This design comes from an exercise in tuning for small area and a short achievable clock period on the open sky130 flow, not from production work.
Function was not checked in any run shown here: the RTL went through the layout flow alone.
No activity file was given, so power comes from the tool's default toggle rates.

==> flow/design.v, too long to show whole: its modules and the start of the top module <==
// module bfp_product_array: 42 lines
// module bfp_adder_tree: 313 lines
// module fp_normalize: 238 lines
// module bfp_dot_product: 53 lines
module bfp_dot_product (
    input  logic                    i_clk,
    input  logic                    i_reset_n,
    input  logic                    i_valid,
    input  logic [(8 + 16 * (3 + 1))-1:0] i_act,
    input  logic [(8 + 16 * (3 + 1))-1:0] i_weight,
    output logic                    o_valid,
    output logic [(1 + 8 + 23)-1:0]        o_result
);
  // ...
==> flow/flow/run.sh <==
#!/bin/bash
# Own layout flow: the standard ORFS flow, with these changes in how the layout is made:
#  - the port buffers are sky130_fd_sc_hd__buf_1 cells (buffer_ports picks a delay cell otherwise);
#  - synthesis skips the generic ABC pass inside Yosys's synth (SYNTH_ARGS=-noabc), so the
#    full adders are extracted from the design's own gates (fewer inverters); the script
#    is still synth_recipe.tcl, so registers keep their names and cell types;
#  - timing repair aims for extra setup slack (SETUP_SLACK_MARGIN), only on the worst endpoints.
# The clock period and constraints are the standard flow's, unchanged.
set -euo pipefail
export BUFFER_PORTS_ARGS="-buffer_cell sky130_fd_sc_hd__buf_1"
export SYNTH_ARGS="-noabc"
export SETUP_SLACK_MARGIN=${MARGIN:-7.2}
export TNS_END_PERCENT=${TNS:-5}
bash standard.sh > standard.log 2>&1
==> flow/standard.sh <==
#!/bin/bash
# synth_recipe.tcl (not shown) runs the flow's synth.tcl, then flattens the netlist and writes it again
# the make line also repeats each setting of config.mk as NAME=value (left out here)
make -C /OpenROAD-flow-scripts/flow DESIGN_CONFIG=/design/flow/config.mk WORK_HOME=/design/flow/orfs CLKGATE_MAP_FILE= SYNTH_SCRIPT=/design/flow/synth_recipe.tcl "${@:-finish}"
==> flow/config.mk <==
export PLATFORM = sky130hd
export DESIGN_NAME = bfp_dot_product
export DESIGN_NICKNAME = bfp_dot_product
export VERILOG_FILES = /design/flow/design.v
export SDC_FILE = /design/flow/constraint.sdc
export NUM_CORES = 4
export LEC_CHECK = 0
export CAP_MARGIN = 20
export CORE_MARGIN = 2
export CORE_UTILIZATION = 40
export SLEW_MARGIN = 20
==> flow/constraint.sdc <==
create_clock -name core_clock -period 10.5 [get_ports {i_clk}]
set_input_delay 2.1000 -clock core_clock [delete_from_list [all_inputs] [get_ports {i_clk}]]
set_output_delay 2.1000 -clock core_clock [all_outputs]
set_load 0.01 [all_outputs]
==> summary.md, run 1 <==
Post-DP HPWL: 27.3 mm. The tools report the timing startpoint of the critical path as fp_normalize_inst.i_cut[3]$_DFF_P_. Buffers inserted during clock tree synthesis total 17. The flip-flop and latch area is 0.00357 sq mm. After detailed placement, the total cell area comes to 0.0149 sq mm. The gate count after technology mapping came out at 1,750. Routability-driven placement finished with a final weighted congestion of 0.877. The non-filler instance count after layout was 2,317. The mean instance size in the synthesized netlist was 8.02 sq um. bfp_product_array_inst.o_t holds more flip-flops than any other register. Share of post-route cells with drive strength above 1: 0.0924. The adder-cell share of the synthesized area was 0.163. In the layout the commonest cells are sky130_fd_sc_hd__nand2_1, sky130_fd_sc_hd__buf_1, sky130_fd_sc_hd__a21oi_1.

Origin of the worst min-delay path: v2$_DFF_PN0_. Setup violations remaining at the end of the flow were counted as 0. The global routing stage identified its most utilized layer as met2. The floorplan has 68 rows. The share of cell area taken by multi-input logic gates works out to 0.625. The tools report the max-cap violation count as 0. Area fraction in and, or, nand and nor cells after synthesis: 0.171.

The sequential portion of the cell area was 0.223; the total negative slack for setup checks was 0 ns. The multiplexer area fraction after synthesis was 0.00535. After synthesis the cells add up to 0.0140 sq mm.

For this run, design rule violations remaining after detail routing come to 0. The number of multi-input combinational cells in the layout is 1,359. Summed over all combinational cells, the power is 3.56 mW. The die is 191 microns wide. Counting cells, the worst reg-to-reg path comes to 15. The largest registers in the layout are bfp_product_array_inst.o_t: 112 flops, s3_res: 18 flops, bfp_product_array_inst.o_exp: 16 flops. The met2 usage in global routing came out at 0.316. The run finished with no timing, DRC or antenna violations. The layout has 17 clock buffers. The fraction of power spent switching nets is 0.459, and the total routing usage reported by global routing is 0.192. Input and output buffers added on the ports amount to 165. After layout, the buffer instance count without clock buffers stands at 201. The register bit total from synthesis is 176, and the maximum frequency from static timing analysis is 0.278 GHz. The area fraction in compound gates after synthesis was 0.258; the transition time at the pin with the least slew margin was 0.752 ns.

In this design, the stage delay of the slowest critical-path cell is 0.40 ns. The register with the most flip-flops in the layout has 112 of them.
==> run 2: changes to the inputs <==
--- a/flow/flow/run.sh
+++ b/flow/flow/run.sh
@@ -11,4 +11,5 @@
 export SYNTH_ARGS="-noabc"
 export SETUP_SLACK_MARGIN=${MARGIN:-7.2}
 export TNS_END_PERCENT=${TNS:-5}
+export ABC_AREA=1
 bash standard.sh > standard.log 2>&1
==> summary.md, run 2 <==
For the max-cap violation count, the log shows 0 (unchanged). For the placer congestion estimate, the log shows 0.945 (+7.7%). TritonCTS built the clock tree. Post-CTS repair timing setup buffer count: 0. The mean instance size in the synthesized netlist was 7.08 sq um (-12%); the maximum number of pins on one net before global-route repair was 22. The final cycle utilization of the critical path was 0.334; the worst IR drop on VDD was 298 uV. Summed over all layers, the routed wires come to 39.3 mm. The final count of hold timing violations came out at 0. The maximum frequency from static timing analysis came out at 0.285 GHz (+2.8%). The floorplan step defined a die boundary enclosing 0.0390 sq mm.

Flip-flop and latch area: 0.00354 sq mm (-0.70%). The adder-cell share of the synthesized area was 0.152 (-0.0108). Peak fanout along the critical path: 1.

Width of the chip: 197 microns (+3.2%). The flow ran to the end and the layout has no timing, DRC or antenna violations. The main combinational cell family by area after synthesis was simple AND/OR/NAND/NOR gates. The analysis attributes to cell leakage a power of 7.51 nW.

The filler cell count in the final layout was 3,681; the detailed-route wire length per cell was 14.5 microns. The relative area change from synthesis to final layout works out to 10.7%. The number of input and output port buffers inserted came out at 165 (unchanged). Number of vias per cell: 5.27. For the gate count after technology mapping, the log shows 2,113 (+21%).

The clock tree synthesis step divided the H-tree into 4 levels. The run gives 0 as the number of max-slew violations in the final report. The worst hold path begins at v1$_DFF_PN0_. The final layout contains 2,508 nets. STA classifies the critical path endpoint as a flop. Critical path class: flop to flop.

No sink is reached through more buffers than the 2 on the longest clock path. The area share of the largest cell type after synthesis was 0.231. The parity-gate share of the synthesized area counting xor and xnor cells is 0.0724, and the arrival time reported for the critical path endpoint is 3.83 ns. The worst hold path passes through 0 cells. The number of synthesized flops with an enable pin is 0. The path category of the worst min-delay check is flop to flop. The cell area reported after detailed placement was 0.0159 sq mm (+7.1%); the count of cell types in the netlist was 68. The post-DP HPWL is 32.3 mm (+18%). The effective utilization at floorplan is 0.408. The area fraction in and, or, nand and nor cells after synthesis works out to 0.299 (+0.128). The endpoint of the worst register-to-register path is fp_normalize_inst.i_cut[5]$_DFF_P_. Across all hold checks on the routed design, the worst slack comes to 0.357 ns. The clock slew at the register clock pins of the worst setup and hold paths works out to 0.08 ns. The transition time at the pin with the least slew margin was 0.815 ns (+0.0633 ns). The run gives 17 (unchanged) as the number of buffers created by CTS. The worst register-to-register path has a setup slack of 7.00 ns.

The tools report the sort of element at the start of the critical path as a flop. The run gives 0 as the number of antenna-violating nets in the routed design. The wire length of the first global-routing pass is 64.8 mm. The biggest area contributor in the post-synthesis netlist is sky130_fd_sc_hd__dfxtp_1. The core region is 0.0367 sq mm.

The run gives 70 (+2.9%) as the total number of placement rows. The logic depth of the worst register-to-register path was 7 (-8); the design area was 0.0166 sq mm. The post-route minimum period is 3.50 ns.

Area fraction in compound gates after synthesis: 0.139 (-0.118). The most instantiated flip-flop cell in the synthesis netlist was sky130_fd_sc_hd__dfxtp_1. The proportion of synthesized flip-flops having asynchronous set or reset was 0.0170. The clock reaches the later pin of the worst-skew pair after 0.44 ns. The run gives 0.451 as the relative slew slack. The areal power density over the cells was 308 mW/mm^2.

The number of antenna violations at the first check in global routing came out at 1. The number of flip-flops under the largest register name was 112 (unchanged); the final count of negative-setup-slack endpoints was 0 (unchanged). Yosys printed 4 warnings. The floorplan step set the die height to 197 microns.

Setup repair after global routing could not meet its margin everywhere. For hold timing, the worst endpoint is v2$_DFF_PN0_. At the worst endpoint, the required time is 10.82 ns. The run gives 0.0100 sq mm as the footprint of the multi-input gates. For the netlist area before placement, the log shows 0.0150 sq mm (+6.7%). The share of post-route cells with drive strength above 1 was 0.0716 (-0.0208); the via count of the first global-routing pass was 13.5k.

The worst register-to-register path begins at bfp_product_array_inst.o_t[3]$_DFF_P_. The tools report the count of antenna diodes in the layout as 0. The multiplexer area fraction after synthesis works out to 0 (-0.00535). The register bit total from synthesis is 176 (unchanged), and the worst setup skew after layout is 0.0163 ns. After synthesis, the cell types taking the most area are sky130_fd_sc_hd__dfxtp_1, sky130_fd_sc_hd__fa_1, sky130_fd_sc_hd__nand2_1.

The logs give 0.236 for the sequential fraction of the synthesis area and 176 for the clock sink count. The number of iterations in the first detailed-routing pass is 5, and the DRC marker count from the first detailed-route iteration is 977. The total negative slack for setup checks was 0 ns (unchanged). The library cells used most frequently in the layout, excluding fill and tap cells, are sky130_fd_sc_hd__nand2_1, sky130_fd_sc_hd__inv_1, sky130_fd_sc_hd__nor2_1. The most numerous cell in the Yosys netlist was sky130_fd_sc_hd__nand2_1. bfp_product_array_inst.o_t holds more flip-flops than any other register. 180 I/O pins were placed. The largest registers in the layout are bfp_product_array_inst.o_t: 112 flops, s3_res: 18 flops, bfp_product_array_inst.o_exp: 16 flops.

The library cell used as clock root buffer is sky130_fd_sc_hd__clkbuf_16. For the total routing usage reported by global routing, the log shows 0.203 (+0.0107). Routed via count: 14.3k. The tools report the global-route congestion overflow total as 0. The library cell used most frequently in the layout, excluding fill and tap cells, is sky130_fd_sc_hd__nand2_1.

The detailed-route DRC error count came out at 0 (unchanged). Sorting the synthesized cells by how often they occur yields sky130_fd_sc_hd__nand2_1, sky130_fd_sc_hd__inv_1, sky130_fd_sc_hd__nor2_1.
==> run 2: changes by cell type in the layout (fill, tap and decap cells not counted), sizes merged, moves of 28 or more <==
| cell | delta |
|---|---|
| xor2 | +35 |
| inv | +209 |
| buf | -36 |
| nand4 | +28 |
| nor3 | +36 |
| nand3 | +103 |
| a21oi | -94 |
| xnor2 | -48 |
| nor2 | +94 |
| nand2 | +251 |
==> run 2: logic make-up (layout without fill, tap and decap cells) <==
kind of cell | Yosys count | after routing
xor gates and xnor gates | 122 | 122
buffers and inverters | 379 | 503
AOI/OAI and AO/OA | 327 | 327
adders and majority gates | 124 | 124
other | 1 | 14
and+or+nand+nor | 984 | 984
DFF | 176 | 176
==> run 2: how the worst max path moves through the flow <==
stage                                           startpoint                                     end  slack [ns]
floorplan           bfp_product_array_inst.o_t[43]$_DFF_P_      fp_normalize_inst.i_cut[4]$_DFF_P_        7.13
global placement                              i_weight[12]  bfp_product_array_inst.o_t[26]$_DFF_P_        6.66
detailed placement                            i_weight[12]  bfp_product_array_inst.o_t[26]$_DFF_P_        6.72
CTS                 bfp_product_array_inst.o_t[24]$_DFF_P_      fp_normalize_inst.i_cut[6]$_DFF_P_        6.98
global route         bfp_product_array_inst.o_t[3]$_DFF_P_      fp_normalize_inst.i_cut[5]$_DFF_P_        6.89
finish               bfp_product_array_inst.o_t[3]$_DFF_P_      fp_normalize_inst.i_cut[5]$_DFF_P_        7.00
==> run 2: cell type report <==
class | instances | share of cell area
multi-input combinational | 1571 | 0.606
sequential | 176 | 0.214
clock buffer | 17 | 0.0257
inverter | 306 | 0.0698
clock inverter | 15 | 0.0119
tap | 468 | 0.0353
timing repair buffer | 165 | 0.0374
==> run 2: timing repair <==
action / 4_1_cts / 5_1_grt
gates resized for setup: 4 / 4
pin swaps: 1 / 5
hold buffers: 0 / 0
endpoints found under the setup margin: 13 / 26
==> run 2: per-layer routing <==
layer  share of wire  track usage  vias up  wire [microns]
li1                -            -     7193               -
met1            0.43        0.260     6508           17000
met2            0.50        0.366      563           19700
met3           0.052       0.0236       50            2040
met4           0.013       0.0409        2             500
met5         0.00046            0        -              18
==> run 2: report_power, final <==
group	leakage [nW]	internal [mW]	switching (mW)	total, mW
Clock	0.298	0.330	0.327	0.657
Sequential	1.49	0.918	0.125	1.04
Combinational	5.72	1.40	2.00	3.40
==> run 2: stage by stage <==
step,cells,setup slack (ns),power [mW],util
finish,2718,7.00,5.10,0.451
global route,2718,6.89,5.73,0.451
CTS,2718,6.98,5.16,0.451
detailed placement,2686,6.72,4.46,0.434
global placement,2686,6.66,4.43,0.434
floorplan,2126,7.13,3.70,-
==> run 2: critical path: stages (launching register included) <==
cell                      delay [ns]
sky130_fd_sc_hd__dfxtp_2        0.33
sky130_fd_sc_hd__fa_2           0.51
sky130_fd_sc_hd__fa_2           0.41
sky130_fd_sc_hd__fa_1           0.48
sky130_fd_sc_hd__fa_2           0.36
sky130_fd_sc_hd__fa_1           0.51
sky130_fd_sc_hd__fa_1           0.49
sky130_fd_sc_hd__ha_1           0.30
==> run 3: changes to the inputs <==
--- a/flow/flow/run.sh
+++ b/flow/flow/run.sh
@@ -11,5 +11,6 @@
 export SYNTH_ARGS="-noabc"
 export SETUP_SLACK_MARGIN=${MARGIN:-7.2}
 export TNS_END_PERCENT=${TNS:-5}
-export ABC_AREA=1
+export CTS_BUF_LIST=sky130_fd_sc_hd__clkbuf_8
+export CTS_CLUSTER_SIZE=40
 bash standard.sh > standard.log 2>&1
==> summary.md, run 3 <==
The run finished with no timing, DRC or antenna violations. The relative slew slack was 0.489 (+0.0380); the arrival time reported for the critical path endpoint was 3.98 ns (+0.15 ns). The number of hold-repair buffers added at the cts stage is 0 (unchanged), and the buffer depth of the longest clock path is 2 (unchanged).

The most used flip-flop cell after synthesis is sky130_fd_sc_hd__dfxtp_1. The number of antenna-violating nets in the routed design is 0 (unchanged), and the global-route congestion overflow total is 0 (unchanged). The run gives 0.192 (-0.0106) as the total routing usage reported by global routing. Leaving out fill and tap cells, the most frequent cells in the layout are sky130_fd_sc_hd__nand2_1, sky130_fd_sc_hd__buf_1, sky130_fd_sc_hd__a21oi_1, sky130_fd_sc_hd__dfxtp_1, sky130_fd_sc_hd__nor2_1. Compared with the post-synthesis result, the final layout area differs by 13.0%. The share of post-route cells with drive strength above 1 came out at 0.0954 (+0.0238). Register bank with the most flops: bfp_product_array_inst.o_t. The clock sink count was 176 (unchanged). The clock latency on the worst-skew pair was 0.48 ns (+0.04 ns). The post-synthesis cell type with the largest combined area is sky130_fd_sc_hd__dfxtp_1. The transition time at the pin with the least slew margin works out to 0.766 ns (-0.0495 ns). STA classifies the critical path startpoint as a flop. The min-delay analysis places its worst path in the category flop to flop. Leaving out fill and tap cells, the most frequent cell in the layout is sky130_fd_sc_hd__nand2_1.

The highest cell delay on the worst timing path works out to 0.39 ns (-0.12 ns). The mean instance size in the synthesized netlist was 8.02 sq um (+13%); the post-route minimum period was 3.58 ns (+0.0803 ns). The number of vias per cell came out at 5.50 (+4.4%).

Setup repair after global routing could not meet its margin everywhere. For the footprint of the multi-input gates, the log shows 0.0100 sq mm (about the same). The die boundary height was 191 microns (-3.1%).

The tools report the final count of negative-setup-slack endpoints as 0 (unchanged). The via count of the first global-routing pass was 11.3k (-16%); the worst IR drop on VDD was 284 uV (-4.7%). The register bit total from synthesis is 176 (unchanged), and the effective utilization at floorplan is 0.406 (-0.00158). The overall routed net length was 36.2 mm (-7.8%); the flip-flop and latch area was 0.00357 sq mm (+0.85%). The sequential fraction of the synthesis area was 0.252 (+0.0157). The logs give 1.53 mm (-25%) for the routed length on met3 and 0 (unchanged) for the final count of hold timing violations. The filler cell count in the final layout is 3,414 (-7.3%). The number of H-tree branching levels was 4 (unchanged); the final cycle utilization of the critical path was 0.341 (+0.00765).

The run gives 1,085 (+11%) as the DRC marker count from the first detailed-route iteration. The run gives 180 (unchanged) as the number of top-level pins. The required time reported for the critical path endpoint was 10.89 ns (+0.07 ns). The kind of end point of the critical path was a flop. For the worst setup skew after layout, the log shows 0.0259 ns (+0.00958 ns). Sorting the synthesized cells by area gives the leading types as sky130_fd_sc_hd__dfxtp_1, sky130_fd_sc_hd__fa_1, sky130_fd_sc_hd__a21oi_1. The tools report the library cell used as clock root buffer as sky130_fd_sc_hd__clkbuf_8. The areal power density over the cells is 321 mW/mm^2 (+4.3%), and the number of synthesized flops with an enable pin is 0 (unchanged). Maximum number of pins on one net before global-route repair: 21 (-4.5%). The core outline area came out at 0.0345 sq mm (-5.9%).

The maximum frequency from static timing analysis was 0.279 GHz (-2.2%). The combined buffer and inverter count along the critical path works out to 0 (unchanged). The signal on the critical path passes through ha_4 > nor4_4 > o211ai_4 > a311oi_2 > a32oi_4 > or3_4 > o41a_1 > o31ai_4 > and3_4 > nor4_4 > or3_1 > a31oi_1. The number of input and output port buffers inserted works out to 165 (unchanged).

The leakage power figure is 6.10 nW (-19%). The number of buffers created by CTS was 17 (unchanged). The run gives 0 (unchanged) as the number of max-slew violations in the final report.

Clock slew at the register clock pins of the worst setup and hold paths: 0.10 ns (+0.02 ns). Critical path class: flop to flop. The run gives 0 (-1) as the number of antenna violations at the first check in global routing. The peak fanout along the critical path is 6 (+5), and the routed via count is 12.8k (-11%). The wire length of the first global-routing pass is 57.0 mm (-12%). The total negative slack for setup checks is 0 ns (unchanged). The netlist area before placement is 0.0140 sq mm (-6.2%).

The width of the chip is 191 microns (-3.1%). The placer congestion estimate came out at 0.877 (-7.1%). The largest registers in the layout are bfp_product_array_inst.o_t: 112 flops, s3_res: 18 flops, bfp_product_array_inst.o_exp: 16 flops. The tools report the number of iterations in the first detailed-routing pass as 6 (+1). The detailed-route DRC error count was 0 (unchanged); the count of cell types in the netlist was 91 (+34%). Area share of the largest cell type after synthesis: 0.247 (+0.0154). On the critical path the largest part of the delay comes from compound AO/OA/AOI/OAI gates. The most numerous cell in the Yosys netlist is sky130_fd_sc_hd__nand2_1. Post-DP HPWL: 27.3 mm (-15%). Proportion of synthesized flip-flops having asynchronous set or reset: 0.0170 (unchanged).

On the critical path, the stage with the largest delay is an instance of sky130_fd_sc_hd__o41a_1. For the number of warnings printed during yosys synthesis, the log shows 4 (unchanged). The highest layer used for signal routing was met4.

Gate count after technology mapping: 1,750 (-17%). The end-of-flow core utilization came out at 0.459 (+0.00780). The total length of routed met2 wires was 17.7 mm (-10%). The number of flip-flops under the largest register name was 112 (unchanged); the total number of placement rows was 68 (-2.9%). The total die area was 0.0366 sq mm (-6.1%); the final net count was 2,124 (-15%). Cell repeated most along the worst path: sky130_fd_sc_hd__nor4_4. The detailed-route wire length per cell works out to 15.6 microns (+7.9%). The max-cap violation count was 0 (unchanged). TritonCTS built the clock tree. The commonest cells after synthesis are sky130_fd_sc_hd__nand2_1, sky130_fd_sc_hd__dfxtp_1, sky130_fd_sc_hd__a21oi_1. The met1 layer wirelength in the final routing was 16.3 mm (-4.0%).
run 3: changes by cell type in the layout (fill, tap and decap cells not counted), moves of 23 or more:
| cell | change |
|---|---|
| sky130_fd_sc_hd__nand3_1 | -92 |
| sky130_fd_sc_hd__nand4_1 | -28 |
| sky130_fd_sc_hd__o21ai_0 | +23 |
| sky130_fd_sc_hd__a21oi_1 | +93 |
| sky130_fd_sc_hd__nor4_1 | -23 |
| sky130_fd_sc_hd__buf_4 | +39 |
| sky130_fd_sc_hd__xnor2_1 | +47 |
| sky130_fd_sc_hd__nor2_1 | -67 |
| sky130_fd_sc_hd__nor3_1 | -38 |
| sky130_fd_sc_hd__xor2_1 | -34 |
| sky130_fd_sc_hd__inv_1 | -193 |
| sky130_fd_sc_hd__nand2_1 | -231 |
run 3: repair_timing:
action | in CTS | in global routing
endpoints found under the setup margin | 31 | 39
pin swaps | 16 | 19
buffers inserted | 11 | 23
resized for setup | 34 | 32
gates cloned | 0 | 1
endpoints found under the hold margin | 0 | 0
run 3: worst register-to-register path: cells and delay by family (launching register included):
kind                       cells  cell delay, ns
and+or+nand+nor                5            1.39
DFF                            1            0.38
adders and majority gates      1            0.26
AOI/OAI and AO/OA              6            1.49
run 3: logic make-up (layout without fill, tap and decap cells):
family / count (synthesis) / count (layout) / synth area share
fa+ha+maj: 125 / 125 / 0.163
simple gates: 524 / 525 / 0.171
compound gates: 554 / 554 / 0.258
other cells: 1 / 15 / 0.000267
xor+xnor: 135 / 135 / 0.0842
mux: 7 / 7 / 0.00535
flops: 176 / 176 / 0.252
buf+inv: 228 / 330 / 0.0669
run 3: layout make-up:
cell class | instances | share of cell area
Multi-Input combinational cell | 1360 | 0.633
Clock inverter | 15 | 0.0116
Timing Repair Buffer | 204 | 0.0575
Antenna cell | 1 | 0.000158
Tap cell | 455 | 0.0359
Sequential cell | 176 | 0.225
Inverter | 94 | 0.0222
Clock buffer | 17 | 0.0147
run 3: per-stage QoR:
stage	instance area [sq um]	hold slack, ns	std cells	power, mW	setup slack, ns
after CTS	15500	0.352	2297	4.86	6.94
after floorplan	14300	0.331	1763	3.45	7.13
after detailed placement	14900	0.339	2254	4.24	6.38
after global routing	15900	0.351	2321	5.63	6.76
final	15900	0.350	2322	5.09	6.92
after global placement	14900	0.336	2254	4.22	6.47
run 3: worst paths after layout:
check,start,endpoint,slack (ns),cells past startpoint
max,fp_normalize_inst.i_cut[3]$_DFF_P_,s3_res[15]$_SDFF_PP0_,6.92,12
min,v2$_DFF_PN0_,o_valid$_DFF_PN0_,0.35,0
max reg2reg,fp_normalize_inst.i_cut[3]$_DFF_P_,s3_res[15]$_SDFF_PP0_,6.92,12
min reg2reg,v2$_DFF_PN0_,o_valid$_DFF_PN0_,0.35,0
max in group asynchronous,i_reset_n,v1$_DFF_PN0_,8.93,1
min in group asynchronous,i_reset_n,o_valid$_DFF_PN0_,1.41,1
run 3: routing by layer:
layer / global-route usage / up-vias
met5: 0 / -
met4: 0.0441 / 0
met3: 0.0250 / 50
met2: 0.319 / 363
met1: 0.265 / 5982
li1: - / 6368
run 3: report_power, final:
group | internal (mW) | total, mW | switching, mW | leakage, nW
registers | 0.902 | 1.05 | 0.153 | 1.49
logic | 1.61 | 3.56 | 1.95 | 4.40
clock network | 0.185 | 0.477 | 0.292 | 0.209
==> module fp_normalize, before the edit <==
module fp_normalize (
    input  logic [21:0] i_cut,
    input  logic [9:0]  i_e0,
    output logic [17:0] o_res
);
    logic [10:0] x, y;
    logic [10:0] pos, negv;
    logic        neg;
    logic [9:0]  mag;
    logic [9:0]  lz;           
    logic [3:0]  p;
    logic [8:0]  frac;
    logic [9:0]  flmask, ovmask;
    logic [7:0]  e;
    logic        zero, flush, ovf;
    logic [10:0] g0, p0, cy;
    assign p0 = i_cut[10:0];
    assign g0 = i_cut[21:11];
    logic [10:0] g1, p1;
    assign g1[0] = g0[0];
    assign p1[0] = p0[0];
    assign g1[1] = g0[1] | (p0[1] & g0[0]);
    assign p1[1] = p0[1] & p0[0];
    assign g1[2] = g0[2] | (p0[2] & g0[1]);
    assign p1[2] = p0[2] & p0[1];
    assign g1[3] = g0[3] | (p0[3] & g0[2]);
    assign p1[3] = p0[3] & p0[2];
    assign g1[4] = g0[4] | (p0[4] & g0[3]);
    assign p1[4] = p0[4] & p0[3];
    assign g1[5] = g0[5] | (p0[5] & g0[4]);
    assign p1[5] = p0[5] & p0[4];
    assign g1[6] = g0[6] | (p0[6] & g0[5]);
    assign p1[6] = p0[6] & p0[5];
    assign g1[7] = g0[7] | (p0[7] & g0[6]);
    assign p1[7] = p0[7] & p0[6];
    assign g1[8] = g0[8] | (p0[8] & g0[7]);
    assign p1[8] = p0[8] & p0[7];
    assign g1[9] = g0[9] | (p0[9] & g0[8]);
    assign p1[9] = p0[9] & p0[8];
    assign g1[10] = g0[10] | (p0[10] & g0[9]);
    assign p1[10] = p0[10] & p0[9];
    logic [10:0] g2, p2;
    assign g2[0] = g1[0];
    assign p2[0] = p1[0];
    assign g2[1] = g1[1];
    assign p2[1] = p1[1];
    assign g2[2] = g1[2] | (p1[2] & g1[0]);
    assign p2[2] = p1[2] & p1[0];
    assign g2[3] = g1[3] | (p1[3] & g1[1]);
    assign p2[3] = p1[3] & p1[1];
    assign g2[4] = g1[4] | (p1[4] & g1[2]);
    assign p2[4] = p1[4] & p1[2];
    assign g2[5] = g1[5] | (p1[5] & g1[3]);
    assign p2[5] = p1[5] & p1[3];
    assign g2[6] = g1[6] | (p1[6] & g1[4]);
    assign p2[6] = p1[6] & p1[4];
    assign g2[7] = g1[7] | (p1[7] & g1[5]);
    assign p2[7] = p1[7] & p1[5];
    assign g2[8] = g1[8] | (p1[8] & g1[6]);
    assign p2[8] = p1[8] & p1[6];
    assign g2[9] = g1[9] | (p1[9] & g1[7]);
    assign p2[9] = p1[9] & p1[7];
    assign g2[10] = g1[10] | (p1[10] & g1[8]);
    assign p2[10] = p1[10] & p1[8];
    logic [10:0] g3, p3;
    assign g3[0] = g2[0];
    assign p3[0] = p2[0];
    assign g3[1] = g2[1];
    assign p3[1] = p2[1];
    assign g3[2] = g2[2];
    assign p3[2] = p2[2];
    assign g3[3] = g2[3];
    assign p3[3] = p2[3];
    assign g3[4] = g2[4] | (p2[4] & g2[0]);
    assign p3[4] = p2[4] & p2[0];
    assign g3[5] = g2[5] | (p2[5] & g2[1]);
    assign p3[5] = p2[5] & p2[1];
    assign g3[6] = g2[6] | (p2[6] & g2[2]);
    assign p3[6] = p2[6] & p2[2];
    assign g3[7] = g2[7] | (p2[7] & g2[3]);
    assign p3[7] = p2[7] & p2[3];
    assign g3[8] = g2[8] | (p2[8] & g2[4]);
    assign p3[8] = p2[8] & p2[4];
    assign g3[9] = g2[9] | (p2[9] & g2[5]);
    assign p3[9] = p2[9] & p2[5];
    assign g3[10] = g2[10] | (p2[10] & g2[6]);
    assign p3[10] = p2[10] & p2[6];
    logic [10:0] g4, p4;
    assign g4[0] = g3[0];
    assign p4[0] = p3[0];
    assign g4[1] = g3[1];
    assign p4[1] = p3[1];
    assign g4[2] = g3[2];
    assign p4[2] = p3[2];
    assign g4[3] = g3[3];
    assign p4[3] = p3[3];
    assign g4[4] = g3[4];
    assign p4[4] = p3[4];
    assign g4[5] = g3[5];
    assign p4[5] = p3[5];
    assign g4[6] = g3[6];
    assign p4[6] = p3[6];
    assign g4[7] = g3[7];
    assign p4[7] = p3[7];
    assign g4[8] = g3[8] | (p3[8] & g3[0]);
    assign p4[8] = p3[8] & p3[0];
    assign g4[9] = g3[9] | (p3[9] & g3[1]);
    assign p4[9] = p3[9] & p3[1];
    assign g4[10] = g3[10] | (p3[10] & g3[2]);
    assign p4[10] = p3[10] & p3[2];
    assign cy  = {g4[9:0], 1'b0};
    assign pos = p0 ^ cy;
    logic [9:0] zt, lowz;
    assign zt = p0[9:0] ^ {g0[8:0] | p0[8:0], 1'b0};
    always_comb begin
        lowz[0] = 1'b1;
        for (int i = 1; i < 10; i++) lowz[i] = lowz[i-1] & ~zt[i-1];
    end
    assign negv = {1'b0, pos[9:0] ^ ~lowz};
    assign neg  = ~pos[10];
    logic [9:0] lzp, lzn;
    always_comb begin
        for (int k = 0; k < 10; k++) begin
            lzp[k] = pos[k];
            lzn[k] = negv[k];
            for (int j = k + 1; j < 10; j++) begin
                lzp[k] = lzp[k] & ~pos[j];
                lzn[k] = lzn[k] & ~negv[j];
            end
        end
    end
    assign mag = neg ? negv[9:0] : pos[9:0];
    assign lz  = neg ? lzn : lzp;
    always_comb begin
        frac = '0;
        for (int k = 1; k < 10; k++)
            for (int j = 0; j < k; j++)
                frac[8-j] = frac[8-j] | (lz[k] & mag[k-1-j]);
    end
    always_comb begin
        p = '0;
        for (int k = 0; k < 10; k++) p = p | ({4{lz[k]}} & 4'(k));
    end
    logic ge255, near255, le0;
    logic [4:0] elo;
    logic [3:0] ehi1;
    assign ge255   = ~i_e0[9] & (i_e0[8] | (&i_e0[7:0]));
    assign near255 = ~i_e0[9] & ~i_e0[8] & (&i_e0[7:4]);        
    assign le0     = i_e0[9] | ~|i_e0;
    logic [4:0] elok [10];
    assign flmask[0] = le0 & (i_e0[9] ? 1'b1 : 1'b1);
    assign ovmask[0] = ge255 | (near255 & ((i_e0[3:0] == 4'd15)));
    assign flmask[1] = le0 & (i_e0[9] ? 1'b1 : 1'b0);
    assign ovmask[1] = ge255 | (near255 & ((i_e0[3:0] == 4'd14) | (i_e0[3:0] == 4'd15)));
    assign flmask[2] = le0 & (i_e0[9] ? ((i_e0[2:0] == 3'd0) | (i_e0[2:0] == 3'd1) | (i_e0[2:0] == 3'd2) | (i_e0[2:0] == 3'd3) | (i_e0[2:0] == 3'd4) | (i_e0[2:0] == 3'd5) | (i_e0[2:0] == 3'd6)) : 1'b0);
    assign ovmask[2] = ge255 | (near255 & ((i_e0[3:0] == 4'd13) | (i_e0[3:0] == 4'd14) | (i_e0[3:0] == 4'd15)));
    assign flmask[3] = le0 & (i_e0[9] ? ((i_e0[2:0] == 3'd0) | (i_e0[2:0] == 3'd1) | (i_e0[2:0] == 3'd2) | (i_e0[2:0] == 3'd3) | (i_e0[2:0] == 3'd4) | (i_e0[2:0] == 3'd5)) : 1'b0);
    assign ovmask[3] = ge255 | (near255 & ((i_e0[3:0] == 4'd12) | (i_e0[3:0] == 4'd13) | (i_e0[3:0] == 4'd14) | (i_e0[3:0] == 4'd15)));
    assign flmask[4] = le0 & (i_e0[9] ? ((i_e0[2:0] == 3'd0) | (i_e0[2:0] == 3'd1) | (i_e0[2:0] == 3'd2) | (i_e0[2:0] == 3'd3) | (i_e0[2:0] == 3'd4)) : 1'b0);
    assign ovmask[4] = ge255 | (near255 & ((i_e0[3:0] == 4'd11) | (i_e0[3:0] == 4'd12) | (i_e0[3:0] == 4'd13) | (i_e0[3:0] == 4'd14) | (i_e0[3:0] == 4'd15)));
    assign flmask[5] = le0 & (i_e0[9] ? ((i_e0[2:0] == 3'd0) | (i_e0[2:0] == 3'd1) | (i_e0[2:0] == 3'd2) | (i_e0[2:0] == 3'd3)) : 1'b0);
    assign ovmask[5] = ge255 | (near255 & ((i_e0[3:0] == 4'd10) | (i_e0[3:0] == 4'd11) | (i_e0[3:0] == 4'd12) | (i_e0[3:0] == 4'd13) | (i_e0[3:0] == 4'd14) | (i_e0[3:0] == 4'd15)));
    assign flmask[6] = le0 & (i_e0[9] ? ((i_e0[2:0] == 3'd0) | (i_e0[2:0] == 3'd1) | (i_e0[2:0] == 3'd2)) : 1'b0);
    assign ovmask[6] = ge255 | (near255 & ((i_e0[3:0] == 4'd9) | (i_e0[3:0] == 4'd10) | (i_e0[3:0] == 4'd11) | (i_e0[3:0] == 4'd12) | (i_e0[3:0] == 4'd13) | (i_e0[3:0] == 4'd14) | (i_e0[3:0] == 4'd15)));
    assign flmask[7] = le0 & (i_e0[9] ? ((i_e0[2:0] == 3'd0) | (i_e0[2:0] == 3'd1)) : 1'b0);
    assign ovmask[7] = ge255 | (near255 & ((i_e0[3:0] == 4'd8) | (i_e0[3:0] == 4'd9) | (i_e0[3:0] == 4'd10) | (i_e0[3:0] == 4'd11) | (i_e0[3:0] == 4'd12) | (i_e0[3:0] == 4'd13) | (i_e0[3:0] == 4'd14) | (i_e0[3:0] == 4'd15)));
    assign flmask[8] = le0 & (i_e0[9] ? ((i_e0[2:0] == 3'd0)) : 1'b0);
    assign ovmask[8] = ge255 | (near255 & ((i_e0[3:0] == 4'd7) | (i_e0[3:0] == 4'd8) | (i_e0[3:0] == 4'd9) | (i_e0[3:0] == 4'd10) | (i_e0[3:0] == 4'd11) | (i_e0[3:0] == 4'd12) | (i_e0[3:0] == 4'd13) | (i_e0[3:0] == 4'd14) | (i_e0[3:0] == 4'd15)));
    assign flmask[9] = le0 & (i_e0[9] ? 1'b0 : 1'b0);
    assign ovmask[9] = ge255 | (near255 & ((i_e0[3:0] == 4'd6) | (i_e0[3:0] == 4'd7) | (i_e0[3:0] == 4'd8) | (i_e0[3:0] == 4'd9) | (i_e0[3:0] == 4'd10) | (i_e0[3:0] == 4'd11) | (i_e0[3:0] == 4'd12) | (i_e0[3:0] == 4'd13) | (i_e0[3:0] == 4'd14) | (i_e0[3:0] == 4'd15)));
    assign elok[0][0] = ((i_e0[3:0] == 4'd1) | (i_e0[3:0] == 4'd3) | (i_e0[3:0] == 4'd5) | (i_e0[3:0] == 4'd7) | (i_e0[3:0] == 4'd9) | (i_e0[3:0] == 4'd11) | (i_e0[3:0] == 4'd13) | (i_e0[3:0] == 4'd15));
    assign elok[0][1] = ((i_e0[3:0] == 4'd2) | (i_e0[3:0] == 4'd3) | (i_e0[3:0] == 4'd6) | (i_e0[3:0] == 4'd7) | (i_e0[3:0] == 4'd10) | (i_e0[3:0] == 4'd11) | (i_e0[3:0] == 4'd14) | (i_e0[3:0] == 4'd15));
    assign elok[0][2] = ((i_e0[3:0] == 4'd4) | (i_e0[3:0] == 4'd5) | (i_e0[3:0] == 4'd6) | (i_e0[3:0] == 4'd7) | (i_e0[3:0] == 4'd12) | (i_e0[3:0] == 4'd13) | (i_e0[3:0] == 4'd14) | (i_e0[3:0] == 4'd15));
    assign elok[0][3] = ((i_e0[3:0] == 4'd8) | (i_e0[3:0] == 4'd9) | (i_e0[3:0] == 4'd10) | (i_e0[3:0] == 4'd11) | (i_e0[3:0] == 4'd12) | (i_e0[3:0] == 4'd13) | (i_e0[3:0] == 4'd14) | (i_e0[3:0] == 4'd15));
    assign elok[0][4] = 1'b0;
    assign elok[1][0] = ((i_e0[3:0] == 4'd0) | (i_e0[3:0] == 4'd2) | (i_e0[3:0] == 4'd4) | (i_e0[3:0] == 4'd6) | (i_e0[3:0] == 4'd8) | (i_e0[3:0] == 4'd10) | (i_e0[3:0] == 4'd12) | (i_e0[3:0] == 4'd14));
    assign elok[1][1] = ((i_e0[3:0] == 4'd1) | (i_e0[3:0] == 4'd2) | (i_e0[3:0] == 4'd5) | (i_e0[3:0] == 4'd6) | (i_e0[3:0] == 4'd9) | (i_e0[3:0] == 4'd10) | (i_e0[3:0] == 4'd13) | (i_e0[3:0] == 4'd14));
    assign elok[1][2] = ((i_e0[3:0] == 4'd3) | (i_e0[3:0] == 4'd4) | (i_e0[3:0] == 4'd5) | (i_e0[3:0] == 4'd6) | (i_e0[3:0] == 4'd11) | (i_e0[3:0] == 4'd12) | (i_e0[3:0] == 4'd13) | (i_e0[3:0] == 4'd14));
    assign elok[1][3] = ((i_e0[3:0] == 4'd7) | (i_e0[3:0] == 4'd8) | (i_e0[3:0] == 4'd9) | (i_e0[3:0] == 4'd10) | (i_e0[3:0] == 4'd11) | (i_e0[3:0] == 4'd12) | (i_e0[3:0] == 4'd13) | (i_e0[3:0] == 4'd14));
    assign elok[1][4] = ((i_e0[3:0] == 4'd15));
    assign elok[2][0] = ((i_e0[3:0] == 4'd1) | (i_e0[3:0] == 4'd3) | (i_e0[3:0] == 4'd5) | (i_e0[3:0] == 4'd7) | (i_e0[3:0] == 4'd9) | (i_e0[3:0] == 4'd11) | (i_e0[3:0] == 4'd13) | (i_e0[3:0] == 4'd15));
    assign elok[2][1] = ((i_e0[3:0] == 4'd0) | (i_e0[3:0] == 4'd1) | (i_e0[3:0] == 4'd4) | (i_e0[3:0] == 4'd5) | (i_e0[3:0] == 4'd8) | (i_e0[3:0] == 4'd9) | (i_e0[3:0] == 4'd12) | (i_e0[3:0] == 4'd13));
    assign elok[2][2] = ((i_e0[3:0] == 4'd2) | (i_e0[3:0] == 4'd3) | (i_e0[3:0] == 4'd4) | (i_e0[3:0] == 4'd5) | (i_e0[3:0] == 4'd10) | (i_e0[3:0] == 4'd11) | (i_e0[3:0] == 4'd12) | (i_e0[3:0] == 4'd13));
    assign elok[2][3] = ((i_e0[3:0] == 4'd6) | (i_e0[3:0] == 4'd7) | (i_e0[3:0] == 4'd8) | (i_e0[3:0] == 4'd9) | (i_e0[3:0] == 4'd10) | (i_e0[3:0] == 4'd11) | (i_e0[3:0] == 4'd12) | (i_e0[3:0] == 4'd13));
    assign elok[2][4] = ((i_e0[3:0] == 4'd14) | (i_e0[3:0] == 4'd15));
    assign elok[3][0] = ((i_e0[3:0] == 4'd0) | (i_e0[3:0] == 4'd2) | (i_e0[3:0] == 4'd4) | (i_e0[3:0] == 4'd6) | (i_e0[3:0] == 4'd8) | (i_e0[3:0] == 4'd10) | (i_e0[3:0] == 4'd12) | (i_e0[3:0] == 4'd14));
    assign elok[3][1] = ((i_e0[3:0] == 4'd0) | (i_e0[3:0] == 4'd3) | (i_e0[3:0] == 4'd4) | (i_e0[3:0] == 4'd7) | (i_e0[3:0] == 4'd8) | (i_e0[3:0] == 4'd11) | (i_e0[3:0] == 4'd12) | (i_e0[3:0] == 4'd15));
    assign elok[3][2] = ((i_e0[3:0] == 4'd1) | (i_e0[3:0] == 4'd2) | (i_e0[3:0] == 4'd3) | (i_e0[3:0] == 4'd4) | (i_e0[3:0] == 4'd9) | (i_e0[3:0] == 4'd10) | (i_e0[3:0] == 4'd11) | (i_e0[3:0] == 4'd12));
    assign elok[3][3] = ((i_e0[3:0] == 4'd5) | (i_e0[3:0] == 4'd6) | (i_e0[3:0] == 4'd7) | (i_e0[3:0] == 4'd8) | (i_e0[3:0] == 4'd9) | (i_e0[3:0] == 4'd10) | (i_e0[3:0] == 4'd11) | (i_e0[3:0] == 4'd12));
    assign elok[3][4] = ((i_e0[3:0] == 4'd13) | (i_e0[3:0] == 4'd14) | (i_e0[3:0] == 4'd15));
    assign elok[4][0] = ((i_e0[3:0] == 4'd1) | (i_e0[3:0] == 4'd3) | (i_e0[3:0] == 4'd5) | (i_e0[3:0] == 4'd7) | (i_e0[3:0] == 4'd9) | (i_e0[3:0] == 4'd11) | (i_e0[3:0] == 4'd13) | (i_e0[3:0] == 4'd15));
    assign elok[4][1] = ((i_e0[3:0] == 4'd2) | (i_e0[3:0] == 4'd3) | (i_e0[3:0] == 4'd6) | (i_e0[3:0] == 4'd7) | (i_e0[3:0] == 4'd10) | (i_e0[3:0] == 4'd11) | (i_e0[3:0] == 4'd14) | (i_e0[3:0] == 4'd15));
    assign elok[4][2] = ((i_e0[3:0] == 4'd0) | (i_e0[3:0] == 4'd1) | (i_e0[3:0] == 4'd2) | (i_e0[3:0] == 4'd3) | (i_e0[3:0] == 4'd8) | (i_e0[3:0] == 4'd9) | (i_e0[3:0] == 4'd10) | (i_e0[3:0] == 4'd11));
    assign elok[4][3] = ((i_e0[3:0] == 4'd4) | (i_e0[3:0] == 4'd5) | (i_e0[3:0] == 4'd6) | (i_e0[3:0] == 4'd7) | (i_e0[3:0] == 4'd8) | (i_e0[3:0] == 4'd9) | (i_e0[3:0] == 4'd10) | (i_e0[3:0] == 4'd11));
    assign elok[4][4] = ((i_e0[3:0] == 4'd12) | (i_e0[3:0] == 4'd13) | (i_e0[3:0] == 4'd14) | (i_e0[3:0] == 4'd15));
    assign elok[5][0] = ((i_e0[3:0] == 4'd0) | (i_e0[3:0] == 4'd2) | (i_e0[3:0] == 4'd4) | (i_e0[3:0] == 4'd6) | (i_e0[3:0] == 4'd8) | (i_e0[3:0] == 4'd10) | (i_e0[3:0] == 4'd12) | (i_e0[3:0] == 4'd14));
    assign elok[5][1] = ((i_e0[3:0] == 4'd1) | (i_e0[3:0] == 4'd2) | (i_e0[3:0] == 4'd5) | (i_e0[3:0] == 4'd6) | (i_e0[3:0] == 4'd9) | (i_e0[3:0] == 4'd10) | (i_e0[3:0] == 4'd13) | (i_e0[3:0] == 4'd14));
    assign elok[5][2] = ((i_e0[3:0] == 4'd0) | (i_e0[3:0] == 4'd1) | (i_e0[3:0] == 4'd2) | (i_e0[3:0] == 4'd7) | (i_e0[3:0] == 4'd8) | (i_e0[3:0] == 4'd9) | (i_e0[3:0] == 4'd10) | (i_e0[3:0] == 4'd15));
    assign elok[5][3] = ((i_e0[3:0] == 4'd3) | (i_e0[3:0] == 4'd4) | (i_e0[3:0] == 4'd5) | (i_e0[3:0] == 4'd6) | (i_e0[3:0] == 4'd7) | (i_e0[3:0] == 4'd8) | (i_e0[3:0] == 4'd9) | (i_e0[3:0] == 4'd10));
    assign elok[5][4] = ((i_e0[3:0] == 4'd11) | (i_e0[3:0] == 4'd12) | (i_e0[3:0] == 4'd13) | (i_e0[3:0] == 4'd14) | (i_e0[3:0] == 4'd15));
    assign elok[6][0] = ((i_e0[3:0] == 4'd1) | (i_e0[3:0] == 4'd3) | (i_e0[3:0] == 4'd5) | (i_e0[3:0] == 4'd7) | (i_e0[3:0] == 4'd9) | (i_e0[3:0] == 4'd11) | (i_e0[3:0] == 4'd13) | (i_e0[3:0] == 4'd15));
    assign elok[6][1] = ((i_e0[3:0] == 4'd0) | (i_e0[3:0] == 4'd1) | (i_e0[3:0] == 4'd4) | (i_e0[3:0] == 4'd5) | (i_e0[3:0] == 4'd8) | (i_e0[3:0] == 4'd9) | (i_e0[3:0] == 4'd12) | (i_e0[3:0] == 4'd13));
    assign elok[6][2] = ((i_e0[3:0] == 4'd0) | (i_e0[3:0] == 4'd1) | (i_e0[3:0] == 4'd6) | (i_e0[3:0] == 4'd7) | (i_e0[3:0] == 4'd8) | (i_e0[3:0] == 4'd9) | (i_e0[3:0] == 4'd14) | (i_e0[3:0] == 4'd15));
    assign elok[6][3] = ((i_e0[3:0] == 4'd2) | (i_e0[3:0] == 4'd3) | (i_e0[3:0] == 4'd4) | (i_e0[3:0] == 4'd5) | (i_e0[3:0] == 4'd6) | (i_e0[3:0] == 4'd7) | (i_e0[3:0] == 4'd8) | (i_e0[3:0] == 4'd9));
    assign elok[6][4] = ((i_e0[3:0] == 4'd10) | (i_e0[3:0] == 4'd11) | (i_e0[3:0] == 4'd12) | (i_e0[3:0] == 4'd13) | (i_e0[3:0] == 4'd14) | (i_e0[3:0] == 4'd15));
    assign elok[7][0] = ((i_e0[3:0] == 4'd0) | (i_e0[3:0] == 4'd2) | (i_e0[3:0] == 4'd4) | (i_e0[3:0] == 4'd6) | (i_e0[3:0] == 4'd8) | (i_e0[3:0] == 4'd10) | (i_e0[3:0] == 4'd12) | (i_e0[3:0] == 4'd14));
    assign elok[7][1] = ((i_e0[3:0] == 4'd0) | (i_e0[3:0] == 4'd3) | (i_e0[3:0] == 4'd4) | (i_e0[3:0] == 4'd7) | (i_e0[3:0] == 4'd8) | (i_e0[3:0] == 4'd11) | (i_e0[3:0] == 4'd12) | (i_e0[3:0] == 4'd15));
    assign elok[7][2] = ((i_e0[3:0] == 4'd0) | (i_e0[3:0] == 4'd5) | (i_e0[3:0] == 4'd6) | (i_e0[3:0] == 4'd7) | (i_e0[3:0] == 4'd8) | (i_e0[3:0] == 4'd13) | (i_e0[3:0] == 4'd14) | (i_e0[3:0] == 4'd15));
    assign elok[7][3] = ((i_e0[3:0] == 4'd1) | (i_e0[3:0] == 4'd2) | (i_e0[3:0] == 4'd3) | (i_e0[3:0] == 4'd4) | (i_e0[3:0] == 4'd5) | (i_e0[3:0] == 4'd6) | (i_e0[3:0] == 4'd7) | (i_e0[3:0] == 4'd8));
    assign elok[7][4] = ((i_e0[3:0] == 4'd9) | (i_e0[3:0] == 4'd10) | (i_e0[3:0] == 4'd11) | (i_e0[3:0] == 4'd12) | (i_e0[3:0] == 4'd13) | (i_e0[3:0] == 4'd14) | (i_e0[3:0] == 4'd15));
    assign elok[8][0] = ((i_e0[3:0] == 4'd1) | (i_e0[3:0] == 4'd3) | (i_e0[3:0] == 4'd5) | (i_e0[3:0] == 4'd7) | (i_e0[3:0] == 4'd9) | (i_e0[3:0] == 4'd11) | (i_e0[3:0] == 4'd13) | (i_e0[3:0] == 4'd15));
    assign elok[8][1] = ((i_e0[3:0] == 4'd2) | (i_e0[3:0] == 4'd3) | (i_e0[3:0] == 4'd6) | (i_e0[3:0] == 4'd7) | (i_e0[3:0] == 4'd10) | (i_e0[3:0] == 4'd11) | (i_e0[3:0] == 4'd14) | (i_e0[3:0] == 4'd15));
    assign elok[8][2] = ((i_e0[3:0] == 4'd4) | (i_e0[3:0] == 4'd5) | (i_e0[3:0] == 4'd6) | (i_e0[3:0] == 4'd7) | (i_e0[3:0] == 4'd12) | (i_e0[3:0] == 4'd13) | (i_e0[3:0] == 4'd14) | (i_e0[3:0] == 4'd15));
    assign elok[8][3] = ((i_e0[3:0] == 4'd0) | (i_e0[3:0] == 4'd1) | (i_e0[3:0] == 4'd2) | (i_e0[3:0] == 4'd3) | (i_e0[3:0] == 4'd4) | (i_e0[3:0] == 4'd5) | (i_e0[3:0] == 4'd6) | (i_e0[3:0] == 4'd7));
    assign elok[8][4] = ((i_e0[3:0] == 4'd8) | (i_e0[3:0] == 4'd9) | (i_e0[3:0] == 4'd10) | (i_e0[3:0] == 4'd11) | (i_e0[3:0] == 4'd12) | (i_e0[3:0] == 4'd13) | (i_e0[3:0] == 4'd14) | (i_e0[3:0] == 4'd15));
    assign elok[9][0] = ((i_e0[3:0] == 4'd0) | (i_e0[3:0] == 4'd2) | (i_e0[3:0] == 4'd4) | (i_e0[3:0] == 4'd6) | (i_e0[3:0] == 4'd8) | (i_e0[3:0] == 4'd10) | (i_e0[3:0] == 4'd12) | (i_e0[3:0] == 4'd14));
    assign elok[9][1] = ((i_e0[3:0] == 4'd1) | (i_e0[3:0] == 4'd2) | (i_e0[3:0] == 4'd5) | (i_e0[3:0] == 4'd6) | (i_e0[3:0] == 4'd9) | (i_e0[3:0] == 4'd10) | (i_e0[3:0] == 4'd13) | (i_e0[3:0] == 4'd14));
    assign elok[9][2] = ((i_e0[3:0] == 4'd3) | (i_e0[3:0] == 4'd4) | (i_e0[3:0] == 4'd5) | (i_e0[3:0] == 4'd6) | (i_e0[3:0] == 4'd11) | (i_e0[3:0] == 4'd12) | (i_e0[3:0] == 4'd13) | (i_e0[3:0] == 4'd14));
    assign elok[9][3] = ((i_e0[3:0] == 4'd0) | (i_e0[3:0] == 4'd1) | (i_e0[3:0] == 4'd2) | (i_e0[3:0] == 4'd3) | (i_e0[3:0] == 4'd4) | (i_e0[3:0] == 4'd5) | (i_e0[3:0] == 4'd6) | (i_e0[3:0] == 4'd15));
    assign elok[9][4] = ((i_e0[3:0] == 4'd7) | (i_e0[3:0] == 4'd8) | (i_e0[3:0] == 4'd9) | (i_e0[3:0] == 4'd10) | (i_e0[3:0] == 4'd11) | (i_e0[3:0] == 4'd12) | (i_e0[3:0] == 4'd13) | (i_e0[3:0] == 4'd14) | (i_e0[3:0] == 4'd15));
    assign ehi1[0] = ((i_e0[7:4] == 4'd0) | (i_e0[7:4] == 4'd2) | (i_e0[7:4] == 4'd4) | (i_e0[7:4] == 4'd6) | (i_e0[7:4] == 4'd8) | (i_e0[7:4] == 4'd10) | (i_e0[7:4] == 4'd12) | (i_e0[7:4] == 4'd14));
    assign ehi1[1] = ((i_e0[7:4] == 4'd1) | (i_e0[7:4] == 4'd2) | (i_e0[7:4] == 4'd5) | (i_e0[7:4] == 4'd6) | (i_e0[7:4] == 4'd9) | (i_e0[7:4] == 4'd10) | (i_e0[7:4] == 4'd13) | (i_e0[7:4] == 4'd14));
    assign ehi1[2] = ((i_e0[7:4] == 4'd3) | (i_e0[7:4] == 4'd4) | (i_e0[7:4] == 4'd5) | (i_e0[7:4] == 4'd6) | (i_e0[7:4] == 4'd11) | (i_e0[7:4] == 4'd12) | (i_e0[7:4] == 4'd13) | (i_e0[7:4] == 4'd14));
    assign ehi1[3] = ((i_e0[7:4] == 4'd7) | (i_e0[7:4] == 4'd8) | (i_e0[7:4] == 4'd9) | (i_e0[7:4] == 4'd10) | (i_e0[7:4] == 4'd11) | (i_e0[7:4] == 4'd12) | (i_e0[7:4] == 4'd13) | (i_e0[7:4] == 4'd14));
    always_comb begin
        elo = '0;
        for (int k = 0; k < 10; k++) elo = elo | ({5{lz[k]}} & elok[k]);
    end
    assign e     = {elo[4] ? ehi1 : i_e0[7:4], elo[3:0]};
    assign zero  = ~|lz;
    assign flush = |(lz & flmask);
    assign ovf   = |(lz & ovmask);
    always_comb begin
        if (zero || flush) o_res = '0;
        else if (ovf)      o_res = {neg, 8'hFF, 9'h0};
        else               o_res = {neg, e, frac};
    end
endmodule
==> module bfp_dot_product, before the edit <==
module bfp_dot_product (
    input  logic                    i_clk,
    input  logic                    i_reset_n,
    input  logic                    i_valid,
    input  logic [(8 + 16 * (3 + 1))-1:0] i_act,
    input  logic [(8 + 16 * (3 + 1))-1:0] i_weight,
    output logic                    o_valid,
    output logic [(1 + 8 + 23)-1:0]        o_result
);
    logic        v1, v2;
    logic [111:0] s1_t;
    logic [15:0] s1_exp;
    logic [21:0] cut;
    logic [21:0] s2_cut;
    logic [9:0]  s2_e0;
    logic [17:0] res;
    logic [17:0] s3_res;
    always_ff @(posedge i_clk or negedge i_reset_n) begin
        if (!i_reset_n) begin
            v1      <= 1'b0;
            v2      <= 1'b0;
            o_valid <= 1'b0;
        end else begin
            v1      <= i_valid;
            v2      <= v1;
            o_valid <= v2;
        end
    end
    bfp_product_array bfp_product_array_inst (
        .i_clk    (i_clk),
        .i_act    (i_act),
        .i_weight (i_weight),
        .o_t      (s1_t),
        .o_exp    (s1_exp)
    );
    bfp_adder_tree bfp_adder_tree_inst (
        .i_t      (s1_t),
        .o_cut   (cut)
    );
    always_ff @(posedge i_clk) begin
        s2_cut <= cut;
        s2_e0  <= {2'b00, s1_exp[7:0]} + {2'b00, s1_exp[15:8]} - 10'd6;
    end
    fp_normalize fp_normalize_inst (
        .i_cut (s2_cut),
        .i_e0  (s2_e0),
        .o_res (res)
    );
    always_ff @(posedge i_clk) begin
        s3_res <= res;
    end
    assign o_result = {s3_res, 14'h0};
endmodule
==> run 4: changes to the inputs <==
--- a/flow/design.v
+++ b/flow/design.v
@@ -364,7 +364,7 @@
 module fp_normalize (
     input  logic [21:0] i_cut,
     input  logic [9:0]  i_e0,
-    output logic [17:0] o_res
+    output logic [19:0] o_res
 );
     logic [10:0] x, y;
     logic [10:0] pos, negv;
@@ -594,9 +594,7 @@
     assign flush = |(lz & flmask);
     assign ovf   = |(lz & ovmask);
     always_comb begin
-        if (zero || flush) o_res = '0;
-        else if (ovf)      o_res = {neg, 8'hFF, 9'h0};
-        else               o_res = {neg, e, frac};
+        o_res = {zero | flush, ovf, neg, e, frac};
     end
 endmodule
 `default_nettype wire
@@ -617,8 +615,8 @@
     logic [21:0] cut;
     logic [21:0] s2_cut;
     logic [9:0]  s2_e0;
-    logic [17:0] res;
-    logic [17:0] s3_res;
+    logic [19:0] res;
+    logic [19:0] s3_res;
     always_ff @(posedge i_clk or negedge i_reset_n) begin
         if (!i_reset_n) begin
             v1      <= 1'b0;
@@ -653,6 +651,12 @@
     always_ff @(posedge i_clk) begin
         s3_res <= res;
     end
-    assign o_result = {s3_res, 14'h0};
+    logic kill, inf;
+    assign kill     = s3_res[19];
+    assign inf      = s3_res[18];
+    assign o_result = {s3_res[17] & ~kill,
+                       (s3_res[16:9] | {8{inf}}) & ~{8{kill}},
+                       s3_res[8:0] & ~{9{kill | inf}},
+                       14'h0};
 endmodule
 `default_nettype wire
--- a/flow/flow/run.sh
+++ b/flow/flow/run.sh
@@ -12,5 +12,4 @@
 export SETUP_SLACK_MARGIN=${MARGIN:-7.2}
 export TNS_END_PERCENT=${TNS:-5}
 export CTS_BUF_LIST=sky130_fd_sc_hd__clkbuf_8
-export CTS_CLUSTER_SIZE=40
 bash standard.sh > standard.log 2>&1
==> summary.md, run 4 <==
Kind of end point of the critical path: a flop. The total die area came out at 0.0370 sq mm (+1.1%). The tools report the startpoint of the worst register-to-register path as bfp_product_array_inst.o_t[24]$_DFF_P_.

The final count of negative-setup-slack endpoints came out at 0 (unchanged). The path with the worst hold slack has its endpoint at o_valid$_DFF_PN0_. The count of cell types in the netlist is 89 (-2.2%), and the clock sink count is 178 (+1.1%).

The count of antenna diodes in the layout came out at 0 (-1). The max-cap violation count was 0 (unchanged); the number of instances in the placed design was 2,263 (+0.40%). The logs give 0.0142 sq mm (+1.1%) for the netlist area before placement and 2 (unchanged) for the buffer depth of the longest clock path. The relative slew slack is 0.472 (-0.0172), and the number of flip-flops under the largest register name is 112 (unchanged). The effective utilization at floorplan was 0.409 (+0.00237). The register bank with the most flops is bfp_product_array_inst.o_t. In this run the most critical hold path is launched from v2$_DFF_PN0_. The placer congestion estimate was 0.882 (+0.56%); the leakage power figure was 6.00 nW (-1.7%). The run gives 10.85 ns (-0.04 ns) as the required time reported for the critical path endpoint.

Peak fanout along the critical path: 1 (-5). The critical path goes through fa_2 > fa_1 > fa_2 > fa_1 > fa_1 > fa_1 > ha_1. The worst-case register-to-register setup slack is 6.99 ns (+0.07 ns). The number of antenna violations at the first check in global routing was 0 (unchanged). The overall routed net length is 35.7 mm (-1.3%), and the relative area change from synthesis to final layout is 9.02%.

The final count of hold timing violations came out at 0 (unchanged). The tools report the number of max-slew violations in the final report as 0 (unchanged). The number of hold-repair buffers added at the cts stage was 0 (unchanged); the highest cell delay on the worst timing path was 0.51 ns (+0.12 ns). The maximum frequency from static timing analysis came out at 0.285 GHz (+2.0%).

The cell depth of the worst hold path works out to 0 (unchanged). The logic depth of the worst register-to-register path was 7 (-5); the number of input and output port buffers inserted was 165 (unchanged). The number of antenna-violating nets in the routed design is 0 (unchanged). Sort of element at the start of the critical path: a flop. The routed via count was 12.6k (-1.4%); the number of synthesized flops with an enable pin was 0 (unchanged).

The DRC marker count from the first detailed-route iteration came out at 920 (-15%). For the sequential fraction of the synthesis area, the log shows 0.252 (about the same). The wire length of the first global-routing pass is 57.1 mm (+0.19%).

In the layout the commonest cells are sky130_fd_sc_hd__nand2_1, sky130_fd_sc_hd__nor2_1, sky130_fd_sc_hd__buf_1. The largest registers in the layout are bfp_product_array_inst.o_t: 112 flops, s3_res: 20 flops, bfp_product_array_inst.o_exp: 16 flops. The worst register-to-register path ends at fp_normalize_inst.i_cut[6]$_DFF_P_.

By area the synthesized netlist is led by sky130_fd_sc_hd__dfxtp_1, sky130_fd_sc_hd__fa_1, sky130_fd_sc_hd__a21oi_1. By count the netlist is led by sky130_fd_sc_hd__nand2_1, sky130_fd_sc_hd__dfxtp_1, sky130_fd_sc_hd__nor2_1. The slowest library cell on the worst path is sky130_fd_sc_hd__fa_1. Detailed-route DRC error count: 0 (unchanged). The area share of the largest cell type after synthesis was 0.247 (about the same). TritonCTS built the clock tree.

The proportion of synthesized flip-flops having asynchronous set or reset is 0.0169 (-0.000192), and the total routing usage reported by global routing is 0.191 (-0.00108). Final cycle utilization of the critical path: 0.334 (-0.00680). In this run the clock root is driven by a sky130_fd_sc_hd__clkbuf_8. The non-filler instance count after layout came out at 2,300 (-0.95%). The via count of the first global-routing pass was 11.2k (-1.1%); the register bit total from synthesis was 178 (+1.1%). Leaving out fill and tap cells, the most frequent cell in the layout is sky130_fd_sc_hd__nand2_1. The tools report the clock latency on the worst-skew pair as 0.48 ns (about the same). The run gives 17 (unchanged) as the number of buffers created by CTS.

The end-of-flow core utilization came out at 0.446 (-0.0136). The final net count was 2,103 (-0.99%); the clock slew at the register clock pins of the worst setup and hold paths was 0.10 ns (about the same). The combined buffer and inverter count along the critical path came out at 0 (unchanged). For the clock network fraction of design power, the log shows 0.099 (+0.005). Broken down by cell family, the worst path's largest delay share belongs to adder cells. Cell repeated most along the worst path: sky130_fd_sc_hd__fa_1. The mean instance size in the synthesized netlist is 8.00 sq um (-0.23%), and the number of iterations in the first detailed-routing pass is 5 (-1). The number of top-level pins came out at 180 (unchanged). The run gives 0 ns (unchanged) as the total negative slack for setup checks. The transition time at the pin with the least slew margin is 0.790 ns (+0.0247 ns), and the gate count after technology mapping is 1,773 (+1.3%). The fraction of power spent switching nets was 0.469 (-0.00195); the internal cell power was 2.53 mW (-6.2%). The sequential share of power is 0.228 (+0.021). Setup repair after global routing could not meet its margin everywhere.

The post-route minimum period works out to 3.51 ns (-0.0714 ns). For the number of H-tree branching levels, the log shows 4 (unchanged). The run finished with no timing, DRC or antenna violations. The most numerous cell in the Yosys netlist was sky130_fd_sc_hd__nand2_1.

The maximum number of pins on one net before global-route repair came out at 34 (+62%). The most instantiated flip-flop cell in the synthesis netlist was sky130_fd_sc_hd__dfxtp_1. The arrival time reported for the critical path endpoint was 3.86 ns (-0.12 ns).

The width of the chip came out at 192 microns (+0.53%). The areal power density over the cells works out to 308 mW/mm^2 (-4.1%). The total number of placement rows is 68 (unchanged). The critical path class was flop to flop. The die boundary height works out to 192 microns (+0.53%). The number of warnings printed during yosys synthesis came out at 4 (unchanged).

The tools report the global-route congestion overflow total as 0 (unchanged). For the final worst hold slack, the log shows 0.365 ns (+0.0153 ns). The share of post-route cells with drive strength above 1 is 0.0683 (-0.0271), and the core outline area is 0.0347 sq mm (+0.49%). The biggest area contributor in the post-synthesis netlist is sky130_fd_sc_hd__dfxtp_1.

The detailed-route wire length per cell was 15.5 microns (-0.39%); the part of the total power dissipated in combinational logic was 0.674 (-0.025). The worst setup skew after layout was 0.0244 ns (-0.00146 ns). For the filler cell count in the final layout, the log shows 3,515 (+3.0%).

For the switching power of the nets, the log shows 2.23 mW (-6.9%). The number of vias per cell is 5.47 (-0.47%). For the worst IR drop on VDD, the log shows 291 uV (+2.6%). The post-DP HPWL came out at 27.7 mm (+1.5%). The path category of the worst min-delay check was flop to flop.
## run 4: cell count changes after synthesis, moves of 6 or more
cell / delta
sky130_fd_sc_hd__a21oi_1: -7
sky130_fd_sc_hd__buf_2: +7
sky130_fd_sc_hd__nand2b_1: +6
sky130_fd_sc_hd__nor3_1: -8
sky130_fd_sc_hd__nand2_1: -6
sky130_fd_sc_hd__a221oi_1: -9
sky130_fd_sc_hd__and3_1: -6
sky130_fd_sc_hd__nor2_1: +19
## run 4: power by group through the flow
| stage | sequential, mW | clock (mW) | combinational [mW] |
|---|---|---|---|
| 2_1_floorplan | 0.993 | 0 | 2.43 |
| 3_3_place_gp | 1.08 | 0 | 3.06 |
| 3_5_place_dp | 1.09 | 0 | 3.14 |
| 4_1_cts | 1.08 | 0.482 | 3.24 |
| 5_1_grt | 1.11 | 0.510 | 3.71 |
| 6_report | 1.08 | 0.470 | 3.21 |
## run 4: final cells by class
class / instances / area [sq um] / share of cell area
Clock inverter: 15 / 168 / 0.0108
Clock buffer: 17 / 234 / 0.0151
Timing Repair Buffer: 173 / 679 / 0.0439
Tap cell: 455 / 569 / 0.0368
Multi-Input combinational cell: 1371 / 9870 / 0.638
Sequential cell: 178 / 3600 / 0.233
Inverter: 91 / 342 / 0.0221
## run 4: what timing repair did
item	CTS	global route
resized for setup	42	8
setup endpoints to repair	46	49
setup buffers	5	0
gates cloned	0	0
pin swaps	4	9
## run 4: through the flow
stage | area [sq um] | worst slack, ns | power, mW
after floorplan | 14300 | 7.09 | 3.43
after global placement | 14900 | 6.49 | 4.14
after detailed placement | 14900 | 6.42 | 4.22
after CTS | 15500 | 6.97 | 4.80
after global routing | 15500 | 6.88 | 5.32
final | 15500 | 6.99 | 4.76
## run 4: cell families (layout without fill, tap and decap cells)
kind of cell | count (synthesis) | after routing | synth area share
compound gates | 542 | 542 | 0.251
xor+xnor | 138 | 138 | 0.0872
fa+ha+maj | 128 | 128 | 0.163
buf+inv | 237 | 296 | 0.0683
flops | 178 | 178 | 0.252
mux | 5 | 5 | 0.00370
other cells | 1 | 14 | 0.000264
simple gates | 544 | 544 | 0.175
## run 4: worst max-delay path by stage
stage,start,end,slack (ns),cells after the start
6_report,bfp_product_array_inst.o_t[24]$_DFF_P_,fp_normalize_inst.i_cut[6]$_DFF_P_,6.99,7
5_1_grt,bfp_product_array_inst.o_t[33]$_DFF_P_,fp_normalize_inst.i_cut[7]$_DFF_P_,6.88,7
3_5_place_dp,fp_normalize_inst.i_cut[4]$_DFF_P_,s3_res[16]$_DFF_P_,6.42,11
3_3_place_gp,fp_normalize_inst.i_cut[4]$_DFF_P_,s3_res[16]$_DFF_P_,6.49,11
4_1_cts,bfp_product_array_inst.o_t[24]$_DFF_P_,fp_normalize_inst.i_cut[6]$_DFF_P_,6.97,7
2_1_floorplan,i_weight[1],bfp_product_array_inst.o_t[5]$_DFF_P_,7.09,8
## run 4: per-layer routing
metal | global-route usage | vias up | wire length (microns)
met2 | 0.316 | 352 | 17100
li1 | - | 6308 | -
met3 | 0.0276 | 35 | 1710
met5 | 0 | - | 0
met1 | 0.260 | 5888 | 16400
met4 | 0.0520 | 0 | 619

-- port drivers added, routing unchanged --
Ports are ideal in the flow. The routed layouts listed here were re-timed in OpenROAD.
Step 1 (the two cells are an assumption about what drives the block):
set clk [get_ports {i_clk}]
set_driving_cell -lib_cell sky130_fd_sc_hd__clkbuf_16 $clk
set_driving_cell -lib_cell sky130_fd_sc_hd__buf_2 [delete_from_list [all_inputs] $clk]
Step 2 also shifts input and output timing later by t, the mid clock arrival at the registers, as if the neighbouring blocks saw the same clock.
Three values: ideal, step 1, step 2; two values: the first two.
| run | shift t [ns] | slack for setup (ns) | slew at the worst register clock pin (ns) | cell pins on the clock port's net |
|---|---|---|---|---|
| run 1 | 0.481 | 6.900 / 6.900 / 6.767 | 0.08 / 0.08 | 1 |
| run 2 | 0.477 | 6.997 / 6.997 / 6.715 | 0.09 / 0.09 | 1 |
| run 3 | 0.517 | 6.917 / 6.917 / 6.769 | 0.12 / 0.12 | 1 |
| run 4 | 0.509 | 6.988 / 6.988 / 6.757 | 0.12 / 0.12 | 1 |
After both steps setup and hold are still met in every run listed. The setup slack of run 2, which loses most, moves by 0.000 ns with the drivers and by -0.282 ns with both steps.
